What follows belongs to an exercise in optimizing a design on an open flow for a short achievable clock period and few clock cycles per item; a production flow would make more cautious choices. Only simulation tests tie the RTL to the original design; equivalence was not proved.

==> run Z <==
// int_core_top
module int_core_top (
    input  logic                 clk,
    input  logic                 rstn,
    input  logic                 i_inst_valid,
    input  core_pkg::inst_word_t i_inst,
    output logic                 o_inst_ready,
    output logic                 o_wb_valid,
    output core_pkg::reg_addr_t  o_wb_rd,
    output core_pkg::data_t      o_wb_data,
    input  logic                 i_wb_ready
);
Settings: LEC_CHECK=0, CAP_MARGIN=20, CORE_MARGIN=2, CORE_UTILIZATION=40, CTS_CLUSTER_DIAMETER=120, CTS_CLUSTER_SIZE=25, SETUP_SLACK_MARGIN=3.0, SLEW_MARGIN=20, SYNTH_HIERARCHICAL=1, SYNTH_MINIMUM_KEEP_SIZE=0; clock period 5.2 ns.
run.sh (not shown) runs the stock make flow with config.mk's settings and CLKGATE_MAP_FILE= SYNTH_SCRIPT=/design/flow/synth_recipe.tcl, a recipe that flattens the netlist after the stock synthesis.
==> run F: changes against run Z <==
--- a/flow/design.v
+++ b/flow/design.v
@@ -202,10 +202,11 @@
 `default_nettype wire
 `timescale 1ns/100ps
 `default_nettype none
 module alu_execute (
     input  core_pkg::data_t i_a,
+    input  core_pkg::data_t i_b,
     input  core_pkg::data_t i_bx,       
     input  logic [9:0]      i_dl,       
     input  logic [9:0]      i_dr,       
     input  logic            i_sub,      
     input  logic            i_kadd,     
@@ -242,20 +243,16 @@
         .i_a   (i_a),
         .i_bx  (i_bx),
         .i_sub (i_sub),
         .o_p   (p),
         .o_pn  (pn),
-        .o_gn  (gn),
-        .o_tn  (tn),
         .o_c   (c)
     );
-    logic [31:0] gn, tn;
-    for (genvar i = 0; i < 32; i++) begin : g_bw
-        logic t1, t2;
-        cg_a22oi  u_t1 (.a1(i_lut[1]), .a2(p[i]), .b1(i_lut[0]), .b2(tn[i]), .y(t1));
-        cg_nand2b u_t2 (.a_n(gn[i]), .b(i_lut[3]), .y(t2));
-        cg_nand2  u_bw (.a(t1), .b(t2), .y(bitwise[i]));
+    always_comb begin
+        for (int i = 0; i < 32; i++) begin
+            bitwise[i] = i_lut[{i_a[i], i_b[i]}];
+        end
     end
     assign fill = i_arith & i_a[31];
     logic [9:0] d_shl, d_shr;
     assign d_shl = i_dl;
     assign d_shr = i_dr;
@@ -590,12 +587,10 @@
     input  core_pkg::data_t i_a,
     input  core_pkg::data_t i_bx,
     input  logic            i_sub,
     output logic [31:0]     o_p,
     output logic [31:0]     o_pn,
-    output logic [31:0]     o_gn,       
-    output logic [31:0]     o_tn,       
     output logic [31:0]     o_c
 );
     logic [31:0] bx;
     assign bx = i_bx;
     logic [31:0] g [0:5];
@@ -607,15 +602,11 @@
     cg_inv u_cin (.a(i_sub), .y(g[0][0]));
     assign t[0][0] = 1'b1;
     for (genvar j = 1; j < 32; j++) begin : g_l0
         cg_nand2 u_g (.a(i_a[j-1]), .b(bx[j-1]), .y(g[0][j]));
         cg_nor2  u_t (.a(i_a[j-1]), .b(bx[j-1]), .y(t[0][j]));
-        assign o_gn[j-1] = g[0][j];
-        assign o_tn[j-1] = t[0][j];
     end
-    cg_nand2 u_g31 (.a(i_a[31]), .b(bx[31]), .y(o_gn[31]));
-    cg_nor2  u_t31 (.a(i_a[31]), .b(bx[31]), .y(o_tn[31]));
     for (genvar l = 1; l <= 5; l++) begin : g_lv
         localparam int D = 1 << (l - 1);
         for (genvar j = 0; j < 32; j++) begin : g_n
             if (j < D) begin : g_pass
                 cg_inv u_g (.a(g[l-1][j]), .y(g[l][j]));
@@ -643,13 +634,10 @@
     assign y = ~a;
 endmodule
 module cg_and2 (input logic a, input logic b, output logic y);
     assign y = a & b;
 endmodule
-module cg_nand2b (input logic a_n, input logic b, output logic y);
-    assign y = ~(~a_n & b);
-endmodule
 module cg_nand2 (input logic a, input logic b, output logic y);
     assign y = ~(a & b);
 endmodule
 module cg_nor2 (input logic a, input logic b, output logic y);
     assign y = ~(a | b);
@@ -770,19 +758,41 @@
 );
     localparam int QDEPTH = 8;
     localparam int QPW    = 3;
     localparam int CAP    = QDEPTH;
     logic                 ir_v;
+    core_pkg::inst_word_t ir;
     logic                 ready_q;
+    logic [31:1]          ir_ohA, ir_ohB;
+    logic                 ir_anz, ir_bnz;
+    logic                 ir_mA1, ir_mA2, ir_mA3, ir_mB1, ir_mB2, ir_mB3;
+    core_pkg::reg_addr_t  rr_rd;
+    core_pkg::reg_addr_t  ex_rd;
+    always_ff @(posedge clk) begin
+        ir_v   <= rstn & i_inst_valid & ready_q;
+        ir     <= i_inst;
+        for (int k = 1; k < 32; k++) begin
+            ir_ohA[k] <= (i_inst[9:5]   == core_pkg::reg_addr_t'(k));
+            ir_ohB[k] <= (i_inst[14:10] == core_pkg::reg_addr_t'(k));
+        end
+        ir_anz <= (i_inst[31:25] != core_pkg::OPC7_LU12I) & (i_inst[9:5] != '0);
+        ir_bnz <= (i_inst[31:21] == '0) & (i_inst[14:10] != '0);
+        ir_mA1 <= (i_inst[9:5]   == ir[4:0]);
+        ir_mA2 <= (i_inst[9:5]   == rr_rd);
+        ir_mB1 <= (i_inst[14:10] == ir[4:0]);
+        ir_mB2 <= (i_inst[14:10] == rr_rd);
+        ir_mA3 <= (i_inst[9:5]   == ex_rd);
+        ir_mB3 <= (i_inst[14:10] == ex_rd);
+    end
     logic                matched;
     core_pkg::reg_addr_t dec_rd;
     logic                dec_wr, dec_use_rj, dec_use_rk;
     core_pkg::data_t     dec_imm;
     logic                dec_add, dec_sub, dec_lt, dec_signed, dec_sll, dec_sr, dec_arith;
     logic [3:0]          dec_lut;
     inst_decode u_decode (
-        .i_inst    (i_inst),
+        .i_inst    (ir),
         .o_matched (matched),
         .o_rd      (dec_rd),
         .o_wr      (dec_wr),
         .o_use_rj  (dec_use_rj),
         .o_use_rk  (dec_use_rk),
@@ -794,58 +804,20 @@
         .o_lut     (dec_lut),
         .o_sll     (dec_sll),
         .o_sr      (dec_sr),
         .o_arith   (dec_arith)
     );
-    core_pkg::reg_addr_t  ir_rd;
-    logic                 ir_wr;
-    core_pkg::data_t      ir_imm;
-    logic                 ir_add, ir_sub, ir_lt, ir_signed, ir_sll, ir_sr, ir_arith;
-    logic [3:0]           ir_lut;
-    logic [31:1]          ir_ohA, ir_ohB;
-    logic                 ir_anz, ir_bnz;
-    logic                 ir_mA1, ir_mA2, ir_mA3, ir_mB1, ir_mB2, ir_mB3;
-    core_pkg::reg_addr_t  rr_rd;
-    core_pkg::reg_addr_t  ex_rd;
-    always_ff @(posedge clk) begin
-        ir_v   <= rstn & i_inst_valid & ready_q & matched;
-    end
-    always_ff @(posedge clk) begin
-        ir_rd     <= dec_rd;
-        ir_wr     <= dec_wr;
-        ir_imm    <= dec_imm;
-        ir_add    <= dec_add;
-        ir_sub    <= dec_sub;
-        ir_lt     <= dec_lt;
-        ir_signed <= dec_signed;
-        ir_lut    <= dec_lut;
-        ir_sll    <= dec_sll;
-        ir_sr     <= dec_sr;
-        ir_arith  <= dec_arith;
-        for (int k = 1; k < 32; k++) begin
-            ir_ohA[k] <= (i_inst[9:5]   == core_pkg::reg_addr_t'(k));
-            ir_ohB[k] <= (i_inst[14:10] == core_pkg::reg_addr_t'(k));
-        end
-        ir_anz <= dec_use_rj & (i_inst[9:5] != '0);
-        ir_bnz <= dec_use_rk & (i_inst[14:10] != '0);
-        ir_mA1 <= (i_inst[9:5]   == ir_rd);
-        ir_mA2 <= (i_inst[9:5]   == rr_rd);
-        ir_mB1 <= (i_inst[14:10] == ir_rd);
-        ir_mB2 <= (i_inst[14:10] == rr_rd);
-        ir_mA3 <= (i_inst[9:5]   == ex_rd);
-        ir_mB3 <= (i_inst[14:10] == ex_rd);
-    end
     logic                rr_v;
     logic                rr_wr;
     core_pkg::data_t     rr_preA, rr_preB;    
     logic                rr_eA, rr_eB;        
     logic                rr_xA, rr_xB;        
     logic                rr_add, rr_sub, rr_lt, rr_signed, rr_sll, rr_sr, rr_arith;
     logic [3:0]          rr_lut;
     logic                ex_v;
     logic                ex_wr;
-    core_pkg::data_t     ex_a;
+    core_pkg::data_t     ex_a, ex_b;
     core_pkg::data_t     ex_bx;               
     logic [9:0]          ex_dl, ex_dr;        
     logic                ex_add, ex_sub, ex_lt, ex_signed, ex_sll, ex_sr, ex_arith;
     logic [3:0]          ex_lut;
     logic                xr_v;
@@ -867,41 +839,41 @@
         .i_bsel0  (fwdA_w),
         .i_rsel1  (ir_ohB),
         .i_kill1  (~ir_bnz | fwdB_e | fwdB_x | fwdB_w),
         .i_bsel1  (fwdB_w),
         .i_bdata  (xr_data),
-        .i_or1    (ir_imm),
+        .i_or1    (dec_imm),
         .o_rdata0 (pre_a),
         .o_rdata1 (pre_b),
         .i_we     (xr_v & xr_wr),
         .i_waddr  (xr_rd),
         .i_wdata  (xr_data)
     );
     always_ff @(posedge clk) begin
         if (!rstn) begin
             rr_v <= 1'b0;
         end else begin
-            rr_v <= ir_v;
+            rr_v <= ir_v & matched;
         end
     end
     always_ff @(posedge clk) begin
-        rr_rd     <= ir_rd;
-        rr_wr     <= ir_wr;
+        rr_rd     <= dec_rd;
+        rr_wr     <= dec_wr;
         rr_preA   <= pre_a;
         rr_preB   <= pre_b;
         rr_eA     <= fwdA_e;
         rr_eB     <= fwdB_e;
         rr_xA     <= fwdA_x;
         rr_xB     <= fwdB_x;
-        rr_add    <= ir_add;
-        rr_sub    <= ir_sub;
-        rr_lt     <= ir_lt;
-        rr_signed <= ir_signed;
-        rr_lut    <= ir_lut;
-        rr_sll    <= ir_sll;
-        rr_sr     <= ir_sr;
-        rr_arith  <= ir_arith;
+        rr_add    <= dec_add;
+        rr_sub    <= dec_sub;
+        rr_lt     <= dec_lt;
+        rr_signed <= dec_signed;
+        rr_lut    <= dec_lut;
+        rr_sll    <= dec_sll;
+        rr_sr     <= dec_sr;
+        rr_arith  <= dec_arith;
     end
     always_ff @(posedge clk) begin
         if (!rstn) begin
             ex_v <= 1'b0;
         end else begin
@@ -913,10 +885,11 @@
     logic            b0_lon, b0_hin, c31;
     always_ff @(posedge clk) begin
         ex_rd     <= rr_rd;
         ex_wr     <= rr_wr;
         ex_a      <= a_next;
+        ex_b      <= b_next;
         ex_bx     <= bx_next;
         ex_dl     <= dl_next;
         ex_dr     <= dr_next;
         ex_add    <= rr_add;
         ex_sub    <= rr_sub;
@@ -927,10 +900,11 @@
         ex_sr     <= rr_sr;
         ex_arith  <= rr_arith;
     end
     alu_execute u_execute (
         .i_a        (ex_a),
+        .i_b        (ex_b),
         .i_bx       (ex_bx),
         .i_dl       (ex_dl),
         .i_dr       (ex_dr),
         .i_sub      (ex_sub),
         .i_kadd     (ex_add),
- CORE_UTILIZATION: 40 -> 30
==> run D: changes against run Z <==
--- a/flow/design.v
+++ b/flow/design.v
@@ -54,18 +54,17 @@
     input  logic                i_bsel1,
     input  core_pkg::data_t     i_bdata,
     input  core_pkg::data_t     i_or1,
     output core_pkg::data_t     o_rdata0,
     output core_pkg::data_t     o_rdata1,
-    input  logic                i_we,
-    input  core_pkg::reg_addr_t i_waddr,
+    input  logic [31:1]         i_we,       
     input  core_pkg::data_t     i_wdata
 );
     logic [31:1][31:0] regs;
     always_ff @(posedge clk) begin
         for (int k = 1; k < 32; k++) begin
-            if (i_we && i_waddr == core_pkg::reg_addr_t'(k)) begin
+            if (i_we[k]) begin
                 regs[k] <= i_wdata;
             end
         end
     end
     logic [31:0] sel0, sel1;
@@ -224,17 +223,20 @@
     input  core_pkg::data_t i_pb,       
     input  core_pkg::data_t i_xd,       
     output core_pkg::data_t o_result,
     output core_pkg::data_t o_a_next,
     output core_pkg::data_t o_b_next,
+    output logic [15:0]     o_b2_next,  
     output core_pkg::data_t o_bx_next,
     output logic            o_b0_lon,   
     output logic            o_b0_hin,   
     output logic            o_c31
 );
     logic [31:0]     p;         
     logic [31:0]     pn;
+    logic [31:0]     gn;        
+    logic [31:0]     tn;        
     logic [31:0]     c;         
     core_pkg::data_t bitwise;
     core_pkg::data_t sll2;      
     core_pkg::data_t sr2;       
     logic            fill;
@@ -246,19 +248,18 @@
         .o_pn  (pn),
         .o_gn  (gn),
         .o_tn  (tn),
         .o_c   (c)
     );
-    logic [31:0] gn, tn;
     for (genvar i = 0; i < 32; i++) begin : g_bw
         logic t1, t2;
         cg_a22oi  u_t1 (.a1(i_lut[1]), .a2(p[i]), .b1(i_lut[0]), .b2(tn[i]), .y(t1));
         cg_nand2b u_t2 (.a_n(gn[i]), .b(i_lut[3]), .y(t2));
         cg_nand2  u_bw (.a(t1), .b(t2), .y(bitwise[i]));
     end
     assign fill = i_arith & i_a[31];
-    logic [9:0] d_shl, d_shr;
+    logic [9:0] d_shl, d_shr;    
     assign d_shl = i_dl;
     assign d_shr = i_dr;
     alu_sll u_sll (.i_a(i_a), .i_d1(d_shl[3:0]), .i_d2(d_shl[7:4]), .o_y(sll2));
     alu_srx u_sr  (.i_a(i_a), .i_d1(d_shr[3:0]), .i_d2(d_shr[7:4]), .i_fill(fill), .o_y(sr2));
     logic bx31, gsel, lt_hi, lt_lo, s0;
@@ -317,11 +318,11 @@
             alu_merge_bn u_b (
                 .i_c(csel[i]), .i_tlo(tlo_b[i]), .i_thi(thi_b[i]),
                 .i_fl0(fl_b[0]), .i_sl0(sll2[i]),
                 .i_fr0(fr_b[0]), .i_sr0(sr2[i]), .i_fr1(fr_b[1]), .i_sr1(sr_hi),
                 .i_bwe(i_eb), .i_bw(bitwise[i]), .i_xe(i_xb), .i_xd(i_xd[i]), .i_pre(i_pb[i]), .i_inv(i_invb),
-                .o_y(o_b_next[i]), .o_yx(o_bx_next[i]), .o_lon(b_lon[i]), .o_hin(b_hin[i]));
+                .o_y(o_b_next[i]), .o_y2(o_b2_next[i]), .o_yx(o_bx_next[i]), .o_lon(b_lon[i]), .o_hin(b_hin[i]));
         end else begin : g_hi
             assign sr_hi = fill;
             alu_merge_x u_x (
                 .i_c(csel[i]), .i_tlo(tlo_x[i]), .i_thi(thi_x[i]),
                 .i_fl0(fl_x[0]), .i_sl0(sll2[i]), .i_fl1(fl_x[1]), .i_sl1(sll2[i-16]),
@@ -358,16 +359,19 @@
     input  logic i_xe,
     input  logic i_xd,
     input  logic i_pre,
     output logic o_y
 );
-    logic n1, n2, n3, lo_n, hi_n;
+    logic n1, n2, n3, s12, slo, shi, lo_n, hi_n;
     cg_a22oi u_n1 (.a1(i_fl0), .a2(i_sl0), .b1(i_fl1), .b2(i_sl1), .y(n1));
     cg_a22oi u_n2 (.a1(i_fr0), .a2(i_sr0), .b1(i_fr1), .b2(i_sr1), .y(n2));
     cg_a221oi u_n3 (.a1(i_bwe), .a2(i_bw), .b1(i_xe), .b2(i_xd), .c1(i_pre), .y(n3));
-    cg_and4  u_lo (.a(n1), .b(n2), .c(n3), .d(i_tlo), .y(lo_n));
-    cg_and4  u_hi (.a(n1), .b(n2), .c(n3), .d(i_thi), .y(hi_n));
+    cg_nand2 u_s12 (.a(n1), .b(n2), .y(s12));
+    cg_nand2 u_slo (.a(n3), .b(i_tlo), .y(slo));
+    cg_nand2 u_shi (.a(n3), .b(i_thi), .y(shi));
+    cg_nor2  u_lo (.a(s12), .b(slo), .y(lo_n));
+    cg_nor2  u_hi (.a(s12), .b(shi), .y(hi_n));
     cg_mux2i u_y  (.s(i_c), .d0(lo_n), .d1(hi_n), .y(o_y));
 endmodule
 module alu_merge_n (
     input  logic i_c,
     input  logic i_tlo,
@@ -383,16 +387,19 @@
     input  logic i_xe,
     input  logic i_xd,
     input  logic i_pre,
     output logic o_y
 );
-    logic n1, n2, n3, lo_n, hi_n;
+    logic n1, n2, n3, s12, slo, shi, lo_n, hi_n;
     cg_nand2 u_n1 (.a(i_fl0), .b(i_sl0), .y(n1));
     cg_a22oi u_n2 (.a1(i_fr0), .a2(i_sr0), .b1(i_fr1), .b2(i_sr1), .y(n2));
     cg_a221oi u_n3 (.a1(i_bwe), .a2(i_bw), .b1(i_xe), .b2(i_xd), .c1(i_pre), .y(n3));
-    cg_and4  u_lo (.a(n1), .b(n2), .c(n3), .d(i_tlo), .y(lo_n));
-    cg_and4  u_hi (.a(n1), .b(n2), .c(n3), .d(i_thi), .y(hi_n));
+    cg_nand2 u_s12 (.a(n1), .b(n2), .y(s12));
+    cg_nand2 u_slo (.a(n3), .b(i_tlo), .y(slo));
+    cg_nand2 u_shi (.a(n3), .b(i_thi), .y(shi));
+    cg_nor2  u_lo (.a(s12), .b(slo), .y(lo_n));
+    cg_nor2  u_hi (.a(s12), .b(shi), .y(hi_n));
     cg_mux2i u_y  (.s(i_c), .d0(lo_n), .d1(hi_n), .y(o_y));
 endmodule
 module alu_merge_b (
     input  logic i_c,
     input  logic i_tlo,
@@ -414,16 +421,19 @@
     output logic o_y,
     output logic o_yx,
     output logic o_lon,
     output logic o_hin
 );
-    logic n1, n2, n3, lo_n, hi_n, lox_n, hix_n;
+    logic n1, n2, n3, s12, slo, shi, lo_n, hi_n, lox_n, hix_n;
     cg_a22oi u_n1 (.a1(i_fl0), .a2(i_sl0), .b1(i_fl1), .b2(i_sl1), .y(n1));
     cg_a22oi u_n2 (.a1(i_fr0), .a2(i_sr0), .b1(i_fr1), .b2(i_sr1), .y(n2));
     cg_a221oi u_n3 (.a1(i_bwe), .a2(i_bw), .b1(i_xe), .b2(i_xd), .c1(i_pre), .y(n3));
-    cg_and4  u_lo (.a(n1), .b(n2), .c(n3), .d(i_tlo), .y(lo_n));
-    cg_and4  u_hi (.a(n1), .b(n2), .c(n3), .d(i_thi), .y(hi_n));
+    cg_nand2 u_s12 (.a(n1), .b(n2), .y(s12));
+    cg_nand2 u_slo (.a(n3), .b(i_tlo), .y(slo));
+    cg_nand2 u_shi (.a(n3), .b(i_thi), .y(shi));
+    cg_nor2  u_lo (.a(s12), .b(slo), .y(lo_n));
+    cg_nor2  u_hi (.a(s12), .b(shi), .y(hi_n));
     cg_xor2  u_lox (.a(lo_n), .b(i_inv), .y(lox_n));
     cg_xor2  u_hix (.a(hi_n), .b(i_inv), .y(hix_n));
     cg_mux2i u_y  (.s(i_c), .d0(lo_n), .d1(hi_n), .y(o_y));
     cg_mux2i u_yx (.s(i_c), .d0(lox_n), .d1(hix_n), .y(o_yx));
     assign o_lon = lo_n;
@@ -444,23 +454,28 @@
     input  logic i_xe,
     input  logic i_xd,
     input  logic i_pre,
     input  logic i_inv,
     output logic o_y,
+    output logic o_y2,      
     output logic o_yx,
     output logic o_lon,
     output logic o_hin
 );
-    logic n1, n2, n3, lo_n, hi_n, lox_n, hix_n;
+    logic n1, n2, n3, s12, slo, shi, lo_n, hi_n, lox_n, hix_n;
     cg_nand2 u_n1 (.a(i_fl0), .b(i_sl0), .y(n1));
     cg_a22oi u_n2 (.a1(i_fr0), .a2(i_sr0), .b1(i_fr1), .b2(i_sr1), .y(n2));
     cg_a221oi u_n3 (.a1(i_bwe), .a2(i_bw), .b1(i_xe), .b2(i_xd), .c1(i_pre), .y(n3));
-    cg_and4  u_lo (.a(n1), .b(n2), .c(n3), .d(i_tlo), .y(lo_n));
-    cg_and4  u_hi (.a(n1), .b(n2), .c(n3), .d(i_thi), .y(hi_n));
+    cg_nand2 u_s12 (.a(n1), .b(n2), .y(s12));
+    cg_nand2 u_slo (.a(n3), .b(i_tlo), .y(slo));
+    cg_nand2 u_shi (.a(n3), .b(i_thi), .y(shi));
+    cg_nor2  u_lo (.a(s12), .b(slo), .y(lo_n));
+    cg_nor2  u_hi (.a(s12), .b(shi), .y(hi_n));
     cg_xor2  u_lox (.a(lo_n), .b(i_inv), .y(lox_n));
     cg_xor2  u_hix (.a(hi_n), .b(i_inv), .y(hix_n));
     cg_mux2i u_y  (.s(i_c), .d0(lo_n), .d1(hi_n), .y(o_y));
+    cg_mux2i u_y2 (.s(i_c), .d0(lo_n), .d1(hi_n), .y(o_y2));
     cg_mux2i u_yx (.s(i_c), .d0(lox_n), .d1(hix_n), .y(o_yx));
     assign o_lon = lo_n;
     assign o_hin = hi_n;
 endmodule
 module alu_merge_x (
@@ -476,16 +491,19 @@
     input  logic i_fr1,
     input  logic i_sr1,
     input  logic i_bw,
     output logic o_y
 );
-    logic n1, n2, n3, lo_n, hi_n;
+    logic n1, n2, n3, s12, slo, shi, lo_n, hi_n;
     cg_a22oi u_n1 (.a1(i_fl0), .a2(i_sl0), .b1(i_fl1), .b2(i_sl1), .y(n1));
     cg_a22oi u_n2 (.a1(i_fr0), .a2(i_sr0), .b1(i_fr1), .b2(i_sr1), .y(n2));
     cg_inv   u_n3 (.a(i_bw), .y(n3));
-    cg_and4  u_lo (.a(n1), .b(n2), .c(n3), .d(i_tlo), .y(lo_n));
-    cg_and4  u_hi (.a(n1), .b(n2), .c(n3), .d(i_thi), .y(hi_n));
+    cg_nand2 u_s12 (.a(n1), .b(n2), .y(s12));
+    cg_nand2 u_slo (.a(n3), .b(i_tlo), .y(slo));
+    cg_nand2 u_shi (.a(n3), .b(i_thi), .y(shi));
+    cg_nor2  u_lo (.a(s12), .b(slo), .y(lo_n));
+    cg_nor2  u_hi (.a(s12), .b(shi), .y(hi_n));
     cg_mux2i u_y  (.s(i_c), .d0(lo_n), .d1(hi_n), .y(o_y));
 endmodule
 module alu_merge_xn (
     input  logic i_c,
     input  logic i_tlo,
@@ -497,16 +515,19 @@
     input  logic i_fr1,
     input  logic i_sr1,
     input  logic i_bw,
     output logic o_y
 );
-    logic n1, n2, n3, lo_n, hi_n;
+    logic n1, n2, n3, s12, slo, shi, lo_n, hi_n;
     cg_nand2 u_n1 (.a(i_fl0), .b(i_sl0), .y(n1));
     cg_a22oi u_n2 (.a1(i_fr0), .a2(i_sr0), .b1(i_fr1), .b2(i_sr1), .y(n2));
     cg_inv   u_n3 (.a(i_bw), .y(n3));
-    cg_and4  u_lo (.a(n1), .b(n2), .c(n3), .d(i_tlo), .y(lo_n));
-    cg_and4  u_hi (.a(n1), .b(n2), .c(n3), .d(i_thi), .y(hi_n));
+    cg_nand2 u_s12 (.a(n1), .b(n2), .y(s12));
+    cg_nand2 u_slo (.a(n3), .b(i_tlo), .y(slo));
+    cg_nand2 u_shi (.a(n3), .b(i_thi), .y(shi));
+    cg_nor2  u_lo (.a(s12), .b(slo), .y(lo_n));
+    cg_nor2  u_hi (.a(s12), .b(shi), .y(hi_n));
     cg_mux2i u_y  (.s(i_c), .d0(lo_n), .d1(hi_n), .y(o_y));
 endmodule
 module alu_sh4 (
     input  logic [3:0] i_d,
     input  logic       i_x0,
@@ -719,11 +740,11 @@
     logic [PW:0]         count;
     logic                take;
     logic                c_ge1, c_ge2, c_is0, c_is1;
     core_pkg::reg_addr_t stay_rd, next_rd;
     core_pkg::data_t     stay_data, next_data;
-    assign take    = o_valid & i_ready_out;
+    assign take    = c_ge1 & i_ready_out;
     assign rd_ptr1 = rd_ptr + 1'b1;
     assign c_is0   = (count == '0);
     assign c_is1   = (count == (PW+1)'(1));
     assign c_ge1   = ~c_is0;
     assign c_ge2   = ~c_is0 & ~c_is1;
@@ -850,10 +871,11 @@
     logic [3:0]          ex_lut;
     logic                xr_v;
     core_pkg::reg_addr_t xr_rd;
     logic                xr_wr;
     core_pkg::data_t     xr_data;
+    logic [31:1]         xr_we;               
     logic fwdA_e, fwdA_x, fwdA_w, fwdB_e, fwdB_x, fwdB_w;
     assign fwdA_e = ir_anz & ir_mA1 & rr_v & rr_wr;
     assign fwdA_x = ir_anz & ir_mA2 & ex_v & ex_wr & ~fwdA_e;
     assign fwdA_w = ir_anz & ir_mA3 & xr_v & xr_wr & ~fwdA_e & ~fwdA_x;
     assign fwdB_e = ir_bnz & ir_mB1 & rr_v & rr_wr;
@@ -870,12 +892,11 @@
         .i_bsel1  (fwdB_w),
         .i_bdata  (xr_data),
         .i_or1    (ir_imm),
         .o_rdata0 (pre_a),
         .o_rdata1 (pre_b),
-        .i_we     (xr_v & xr_wr),
-        .i_waddr  (xr_rd),
+        .i_we     (xr_we),
         .i_wdata  (xr_data)
     );
     always_ff @(posedge clk) begin
         if (!rstn) begin
             rr_v <= 1'b0;
@@ -907,10 +928,11 @@
         end else begin
             ex_v <= rr_v;
         end
     end
     core_pkg::data_t result, a_next, b_next, bx_next;
+    logic [15:0]     b2_next;
     logic [9:0]      dl_next, dr_next;
     logic            b0_lon, b0_hin, c31;
     always_ff @(posedge clk) begin
         ex_rd     <= rr_rd;
         ex_wr     <= rr_wr;
@@ -949,10 +971,11 @@
         .i_pb       (rr_preB),
         .i_xd       (xr_data),
         .o_result   (result),
         .o_a_next   (a_next),
         .o_b_next   (b_next),
+        .o_b2_next  (b2_next),
         .o_bx_next  (bx_next),
         .o_b0_lon   (b0_lon),
         .o_b0_hin   (b0_hin),
         .o_c31      (c31)
     );
@@ -967,15 +990,15 @@
         onehot_amount = d;
     endfunction
     logic [9:0] dl_lo, dl_hi, dr_lo, dr_hi;
     assign dl_lo = onehot_amount({b_next[4:1], ~b0_lon}, rr_sll);
     assign dl_hi = onehot_amount({b_next[4:1], ~b0_hin}, rr_sll);
-    assign dr_lo = onehot_amount({b_next[4:1], ~b0_lon}, rr_sr);
-    assign dr_hi = onehot_amount({b_next[4:1], ~b0_hin}, rr_sr);
+    assign dr_lo = onehot_amount({b2_next[4:1], ~b0_lon}, rr_sr);
+    assign dr_hi = onehot_amount({b2_next[4:1], ~b0_hin}, rr_sr);
     for (genvar j = 0; j < 4; j++) begin : g_d0
-        cg_mux2 u_l (.s(c31), .d0(dl_lo[j]), .d1(dl_hi[j]), .y(dl_next[j]));
-        cg_mux2 u_r (.s(c31), .d0(dr_lo[j]), .d1(dr_hi[j]), .y(dr_next[j]));
+        cg_mux2i u_l (.s(c31), .d0(~dl_lo[j]), .d1(~dl_hi[j]), .y(dl_next[j]));
+        cg_mux2i u_r (.s(c31), .d0(~dr_lo[j]), .d1(~dr_hi[j]), .y(dr_next[j]));
     end
     assign dl_next[9:4] = dl_lo[9:4];
     assign dr_next[9:4] = dr_lo[9:4];
     always_ff @(posedge clk) begin
         if (!rstn) begin
@@ -987,10 +1010,19 @@
     always_ff @(posedge clk) begin
         xr_rd   <= ex_rd;
         xr_wr   <= ex_wr;
         xr_data <= result;
     end
+    always_ff @(posedge clk) begin
+        if (!rstn) begin
+            xr_we <= '0;
+        end else begin
+            for (int k = 1; k < 32; k++) begin
+                xr_we[k] <= ex_v & (ex_rd == core_pkg::reg_addr_t'(k));
+            end
+        end
+    end
     logic [QPW:0] q_count;
     writeback_stage #(.DEPTH(QDEPTH), .PW(QPW)) u_writeback (
         .clk         (clk),
         .rstn        (rstn),
         .i_valid     (xr_v),
==> flow_summary.ini <==
[worst_setup_path]
cp_top_family = compound AO/OA/AOI/OAI gates
critPathMaxStageDelay_ns = 0.41

[cells_and_area]
nFillCells = 18500

[timing]
worst_slack_ns = 2.84

[floorplanning]
start_util_pct = 40.3

[outcome]
outcome = finished clean

[placement]
place_area_um2 = 89900
[end of results for run D]
==> flow_summary.ini <==
[cts]
holdBufCountCts = 0

[placement]
place_area_um2 = 91400

[worst_setup_path]
critPathMaxStageDelay_ns = 0.62
path_depth = 7
timing.rr.end = ex_dl[0]
cp_top_family = simple AND/OR/NAND/NOR gates

[outcome]
outcome = finished clean

[cells_and_area]
nFillCells = 26500
[end of results for run F]
==> flow_summary.ini <==
[outcome]
outcome = finished clean

[floorplanning]
start_util_pct = 40.3

[cells_and_area]
nFillCells = 18200

[placement]
place_area_um2 = 89400
[end of results for run Z]
Testbench counts of run Z, summed over its fixed seeds: cycles 17,480, items 16,000.
Testbench counts of run F, summed over its fixed seeds: cycles 17,480, items 16,000.
Testbench counts of run D, summed over its fixed seeds: cycles 17,480, items 16,000.

afterwards: timing with drivers on the ports:
In the flow no input, the clock included, has a driving cell. The finished layouts below were timed again as built, in two steps.
Step 1, drivers: a clkbuf_16 drives clk and a buf_2 each remaining input, both assumed.
Step 2, shift: input delay + t, output delay - t, t = (earliest + latest rising clock arrival at the registers) / 2. This alone moves slack from input paths to output paths.
Three values: ideal, step 1, step 2; two values: the first two.
run | shift t [ns] | setup slack, ns | worst setup path after step 2 | worst slew at a driven data input, ns | pins driven straight from the clock port
run Z | 0.859 | 2.811 / 2.794 / 2.183 | input to register | 0.11 | 1
run F | 0.853 | 2.835 / 2.765 / 1.963 | input to register | 0.26 | 1
run D | 0.841 | 2.841 / 2.803 / 2.207 | input to register | 0.18 | 1
After both steps setup and hold are still met in every run listed. The setup slack of run F, which loses most, moves by -0.070 ns with the drivers and by -0.872 ns with both steps.
